Source: an optimization exercise on an open RTL-to-GDS flow (aim: small area). Production flows keep margins and buffers that such runs may drop.
The RTL was checked by simulation tests, not by an equivalence proof against the original design.
Power figures rest on the tool's default switching activity, not on a simulated workload.

==> job 6340 <==
## trace_top
module trace_top (
   input  logic          trace_clk,
   input  logic          reset,
   input  trace_pkg::trace_nibble_t trace_data,
   input  trace_pkg::axil_addr_t    awaddr,
   input  logic          awvalid,
   output logic          awready,
   input  trace_pkg::axil_data_t    wdata,
   input  logic [3:0]    wstrb,
   input  logic          wvalid,
   output logic          wready,
   output logic [1:0]    bresp,
   output logic          bvalid,
   input  logic          bready,
   input  trace_pkg::axil_addr_t    araddr,
   input  logic          arvalid,
   output logic          arready,
   output trace_pkg::axil_data_t    rdata,
   output logic [1:0]    rresp,
   output logic          rvalid,
   input  logic          rready,
   output logic          match_event,
   output logic          trigger_match
);
clock: 5.5 ns
lec_check: 0
cap_margin: 0
core_margin: 2
core_utilization: 60
slew_margin: 0
standard.sh (not shown) runs the stock make flow with config.mk's settings and CLKGATE_MAP_FILE= SYNTH_SCRIPT=/design/flow/synth_recipe.tcl, a recipe that flattens the netlist after the stock synthesis.
==> flow/flow/run.sh <==
#!/bin/bash
# Standard ORFS layout (the standard.sh, unchanged synthesis, floorplan, power grid and
# routing) with three layout options changed:
#  - ports are buffered with sky130_fd_sc_hd__buf_1 instead of the default delay buffer;
#  - clock tree synthesis uses clkbuf_16 leaf clusters without dummy loads;
#  - global routing recovers area on paths with positive slack (RECOVER_POWER).
# Each step's full log is in orfs/logs/; make's own output is in flow_make.log.
set -euo pipefail
bash standard.sh \
  "BUFFER_PORTS_ARGS=-buffer_cell sky130_fd_sc_hd__buf_1" \
  "CTS_ARGS=-sink_clustering_enable -repair_clock_nets -dont_use_dummy_load -buf_list sky130_fd_sc_hd__clkbuf_16 -sink_clustering_size 30 -sink_clustering_max_diameter 60" \
  "RECOVER_POWER=100" \
  finish > flow_make.log 2>&1
test -f out/final.def
==> inputs of job 4842, as changes to job 6340 <==
--- a/flow/design.v
+++ b/flow/design.v
@@ -52,45 +52,43 @@
          arready  <= arvalid && !rvalid && !arready;
          rvalid   <= rd_fire || (rvalid && !rready);
       end
    end
    logic [31:0] wd;
    assign wd = wdata & {32{!reset}};
    logic [2:0]    trace_width;
    logic          arm;
+   logic          resync_req;
    logic [NR-1:0] rule_enable;
    logic [NR-1:0] trig_enable;
    logic [31:0]   cfg [16];    
    logic wr_ctrl, wr_enable;
    assign wr_ctrl   = wr_fire && (awaddr == 8'h00);
    assign wr_enable = wr_fire && (awaddr == 8'h08);
    always_ff @(posedge trace_clk) begin
       if (reset || (wr_ctrl && wstrb[0])) begin
          trace_width <= {wdata[2] || reset, wd[1:0]};
          arm         <= wd[4];
       end
       if (reset || (wr_enable && wstrb[0]))
          rule_enable <= wd[NR-1:0];
       if (reset || (wr_enable && wstrb[1]))
          trig_enable <= wd[8 +: NR];
    end
-   logic drop_lock;
    always_ff @(posedge trace_clk) begin
-      drop_lock <= !reset && wr_ctrl &&
-                   ((wstrb[1] && wdata[8]) || (wstrb[0] && (wdata[2:0] != trace_width)));
+      resync_req <= !reset && wr_ctrl && wstrb[1] && wdata[8];
    end
    for (genvar k = 0; k < 16; k++) begin : g_cfg
       logic hit;
       assign hit = wr_fire && (awaddr == 8'(8'h10 + 4*k));
       for (genvar b = 0; b < 4; b++) begin : g_byte
-         logic ld;
-         assign ld = reset || (hit && wstrb[b]);
          always_ff @(posedge trace_clk) begin
-            cfg[k][8*b +: 8] <= (wd[8*b +: 8] & {8{ld}}) | (cfg[k][8*b +: 8] & {8{!ld}});
+            if (reset || (hit && wstrb[b]))
+               cfg[k][8*b +: 8] <= wd[8*b +: 8];
          end
       end
    end
    logic [63:0] shift_q;
    logic [63:0] cw;
    logic s4, s2, s1;
    assign s4 = !reset && (trace_width == 3'd4);
    assign s2 = !reset && (trace_width == 3'd2);
@@ -102,25 +100,28 @@
    always_ff @(posedge trace_clk) begin
       shift_q <= (sh4 & {64{s4}}) | (sh2 & {64{s2}}) | (sh1 & {64{s1}});
    end
    for (genvar i = 0; i < 64; i++) begin : g_rev
       assign cw[i] = shift_q[63-i];
    end
    logic       synchronized;
    logic [2:0] phase;
+   logic [2:0] width_q;
    logic       sync_seen;
    logic       valid_window;
    assign sync_seen = (cw[63:48] == 16'h7fff) && (cw[7:0] == 8'hff);
    always_ff @(posedge trace_clk) begin
       if (reset) begin
          synchronized <= 1'b0;
          phase        <= '0;
+         width_q      <= '0;
       end else begin
-         if (drop_lock) begin
+         width_q <= trace_width;
+         if (resync_req || (trace_width != width_q)) begin
             synchronized <= 1'b0;
             phase        <= '0;
          end else if (!synchronized && sync_seen) begin
             synchronized <= 1'b1;
             phase        <= 3'd1;
          end else if (synchronized) begin
             phase <= phase + 3'd1;
          end
@@ -149,48 +150,48 @@
             hit_counts[r] <= 8'd0;
          else if (rule_hit[r])
             hit_counts[r] <= hit_counts[r] + 8'd1;
       end
    end
    logic [63:0] matched_word;
    logic        matched_ok;
    always_ff @(posedge trace_clk) begin
-      matched_word <= (cw & {64{match_event}}) | (matched_word & {64{!match_event}});
+      if (match_event)
+         matched_word <= cw;
    end
    always_ff @(posedge trace_clk) begin
       if (reset)
          matched_ok <= 1'b0;
       else if (match_event)
          matched_ok <= 1'b1;
    end
    always_ff @(posedge trace_clk) begin
       if (reset)
          trigger_match <= 1'b0;
       else
          trigger_match <= arm && |(rule_hit & trig_enable);
    end
-   logic [31:0] rd_next;
+   logic [31:0] rd_word;
    always_comb begin
-      logic hold;
-      hold    = !rd_fire;
-      rd_next = rdata & {32{hold}};
-      if (rd_fire && araddr == 8'h00)
-         rd_next = rd_next | {27'd0, arm, 1'b0, trace_width};
-      if (rd_fire && araddr == 8'h04)
-         rd_next = rd_next | {31'd0, synchronized};
-      if (rd_fire && araddr == 8'h08)
-         rd_next = rd_next | {20'd0, trig_enable, 4'd0, rule_enable};
-      if (rd_fire && matched_ok && araddr == 8'h60)
-         rd_next = rd_next | matched_word[31:0];
-      if (rd_fire && matched_ok && araddr == 8'h64)
-         rd_next = rd_next | matched_word[63:32];
-      for (int r = 0; r < NR; r++)
-         if (rd_fire && araddr == 8'(8'h50 + 4*r))
-            rd_next = rd_next | {24'd0, hit_counts[r]};
-      for (int k = 0; k < 16; k++)
-         if (rd_fire && araddr == 8'(8'h10 + 4*k))
-            rd_next = rd_next | cfg[k];
+      rd_word = '0;
+      case (araddr)
+         8'h00:       rd_word = {27'd0, arm, 1'b0, trace_width};
+         8'h04:     rd_word = {31'd0, synchronized};
+         8'h08:     rd_word = {20'd0, trig_enable, 4'd0, rule_enable};
+         8'h60: rd_word = matched_ok ? matched_word[31:0] : 32'd0;
+         8'h64: rd_word = matched_ok ? matched_word[63:32] : 32'd0;
+         8'h50:           rd_word = {24'd0, hit_counts[0]};
+         8'h54:           rd_word = {24'd0, hit_counts[1]};
+         8'h58:           rd_word = {24'd0, hit_counts[2]};
+         8'h5c:           rd_word = {24'd0, hit_counts[3]};
+         default: begin
+            for (int k = 0; k < 16; k++)
+               if (araddr == 8'(8'h10 + 4*k))
+                  rd_word = cfg[k];
+         end
+      endcase
    end
    always_ff @(posedge trace_clk) begin
-      rdata <= rd_next;
+      if (rd_fire)
+         rdata <= rd_word;
    end
 endmodule
==> flow/run.sh (new file) <==
#!/bin/bash
# synth_recipe.tcl (not shown) runs the flow's synth.tcl, then flattens the netlist and writes it again
# the make line also repeats each setting of config.mk as NAME=value (left out here)
make -C /OpenROAD-flow-scripts/flow DESIGN_CONFIG=/design/flow/config.mk WORK_HOME=/design/flow/orfs CLKGATE_MAP_FILE= SYNTH_SCRIPT=/design/flow/synth_recipe.tcl finish
- CAP_MARGIN: 0 -> 20
- CORE_UTILIZATION: 60 -> 40
- SLEW_MARGIN: 0 -> 20
removed: flow/flow/run.sh
removed: flow/standard.sh
==> inputs of job 8882, as changes to job 6340 <==
--- a/flow/design.v
+++ b/flow/design.v
@@ -137,23 +137,32 @@
    logic [NR-1:0] rule_hit;
    for (genvar r = 0; r < NR; r++) begin : g_rule
       logic [63:0] pat, msk;
       assign pat = {cfg[4*r+1], cfg[4*r]};
       assign msk = {cfg[4*r+3], cfg[4*r+2]};
       assign rule_hit[r] = rule_enable[r] && valid_window && ((msk & (cw ^ pat)) == 64'd0);
    end
    assign match_event = |rule_hit;
-   logic [7:0] hit_counts [NR];
+   logic [7:0]    cnt     [NR];
+   logic [7:0]    cnt_inc [NR];
+   logic [NR-1:0] hit_q;
+   always_ff @(posedge trace_clk) begin
+      if (reset)
+         hit_q <= '0;
+      else
+         hit_q <= rule_hit;
+   end
    for (genvar r = 0; r < NR; r++) begin : g_cnt
+      assign cnt_inc[r] = cnt[r] + {7'd0, hit_q[r]};
       always_ff @(posedge trace_clk) begin
          if (reset)
-            hit_counts[r] <= 8'd0;
-         else if (rule_hit[r])
-            hit_counts[r] <= hit_counts[r] + 8'd1;
+            cnt[r] <= 8'd0;
+         else
+            cnt[r] <= cnt_inc[r];
       end
    end
    logic [63:0] matched_word;
    logic        matched_ok;
    always_ff @(posedge trace_clk) begin
       matched_word <= (cw & {64{match_event}}) | (matched_word & {64{!match_event}});
    end
    always_ff @(posedge trace_clk) begin
@@ -180,17 +189,17 @@
       if (rd_fire && araddr == 8'h08)
          rd_next = rd_next | {20'd0, trig_enable, 4'd0, rule_enable};
       if (rd_fire && matched_ok && araddr == 8'h60)
          rd_next = rd_next | matched_word[31:0];
       if (rd_fire && matched_ok && araddr == 8'h64)
          rd_next = rd_next | matched_word[63:32];
       for (int r = 0; r < NR; r++)
          if (rd_fire && araddr == 8'(8'h50 + 4*r))
-            rd_next = rd_next | {24'd0, hit_counts[r]};
+            rd_next = rd_next | {24'd0, cnt_inc[r]};
       for (int k = 0; k < 16; k++)
          if (rd_fire && araddr == 8'(8'h10 + 4*k))
             rd_next = rd_next | cfg[k];
    end
    always_ff @(posedge trace_clk) begin
       rdata <= rd_next;
    end
 endmodule
==> flow/flow/run.sh (replaced) <==
#!/bin/bash
# Standard ORFS layout (the standard.sh, unchanged synthesis, floorplan, power grid and
# routing) with two layout options changed:
#  - ports are buffered with sky130_fd_sc_hd__buf_1 instead of the default delay buffer;
#  - clock tree synthesis uses clkbuf_16 leaf clusters without dummy loads;
# Each step's full log is in orfs/logs/; make's own output is in flow_make.log.
set -euo pipefail
bash standard.sh \
  "BUFFER_PORTS_ARGS=-buffer_cell sky130_fd_sc_hd__buf_1" \
  "CTS_ARGS=-sink_clustering_enable -repair_clock_nets -dont_use_dummy_load -buf_list sky130_fd_sc_hd__clkbuf_16 -sink_clustering_size 30 -sink_clustering_max_diameter 60" \
  finish > flow_make.log 2>&1
test -f out/final.def
- CAP_MARGIN: 0 -> 20
- CORE_UTILIZATION: 60 -> 50
- SLEW_MARGIN: 0 -> 20
==> summary of the runs <==
Final cell count: job 8882 is smaller than job 4842 (21%). Via count, highest first: job 4842, job 6340, job 8882. Non-clock buffer count: job 6340 is lower than job 8882 (4). Critical path depth is the same in job 4842 and job 6340. Job 8882 ran to the end with no violations. Job 6340 completed and failed the layout checks on max-capacitance violations, max-slew violations. Job 4842 produced a clean layout. Against job 4842, the combinational power of job 6340 is lower by about 10%. The highest clock skew belongs to job 8882, the lowest to job 4842.

-- what the ideal ports hide --
No port has a modelled driver above. Below, the same layouts with a new extraction and two added sets of constraints.
Step 1 (the two cells are an assumption about what drives the block):
set clk [get_ports {trace_clk}]
set_driving_cell -lib_cell sky130_fd_sc_hd__clkbuf_16 $clk
set_driving_cell -lib_cell sky130_fd_sc_hd__buf_2 [delete_from_list [all_inputs] $clk]
Step 2 also shifts input and output timing later by t, the mid clock arrival at the registers, as if the neighbouring blocks saw the same clock.
Three values: ideal ports, drivers, drivers and shift; two values: the first two.
run | t (ns) | slack for setup (ns) | clock arrival spread, ns | worst data-port slew with drivers (ns) | pins driven straight from the clock port
job 6340 | 0.675 | 0.262 / 0.198 / -0.176 | 0.060 / 0.060 | 0.08 | 1
job 4842 | 0.704 | 0.062 / -0.003 / 0.425 | 0.036 / 0.037 | 0.05 | 1
job 8882 | 0.680 | 0.663 / 0.599 / 1.279 | 0.099 / 0.098 | 0.08 | 1
For job 6340, which loses most, drivers alone change the setup slack by -0.064 ns; drivers and shift together by -0.438 ns.
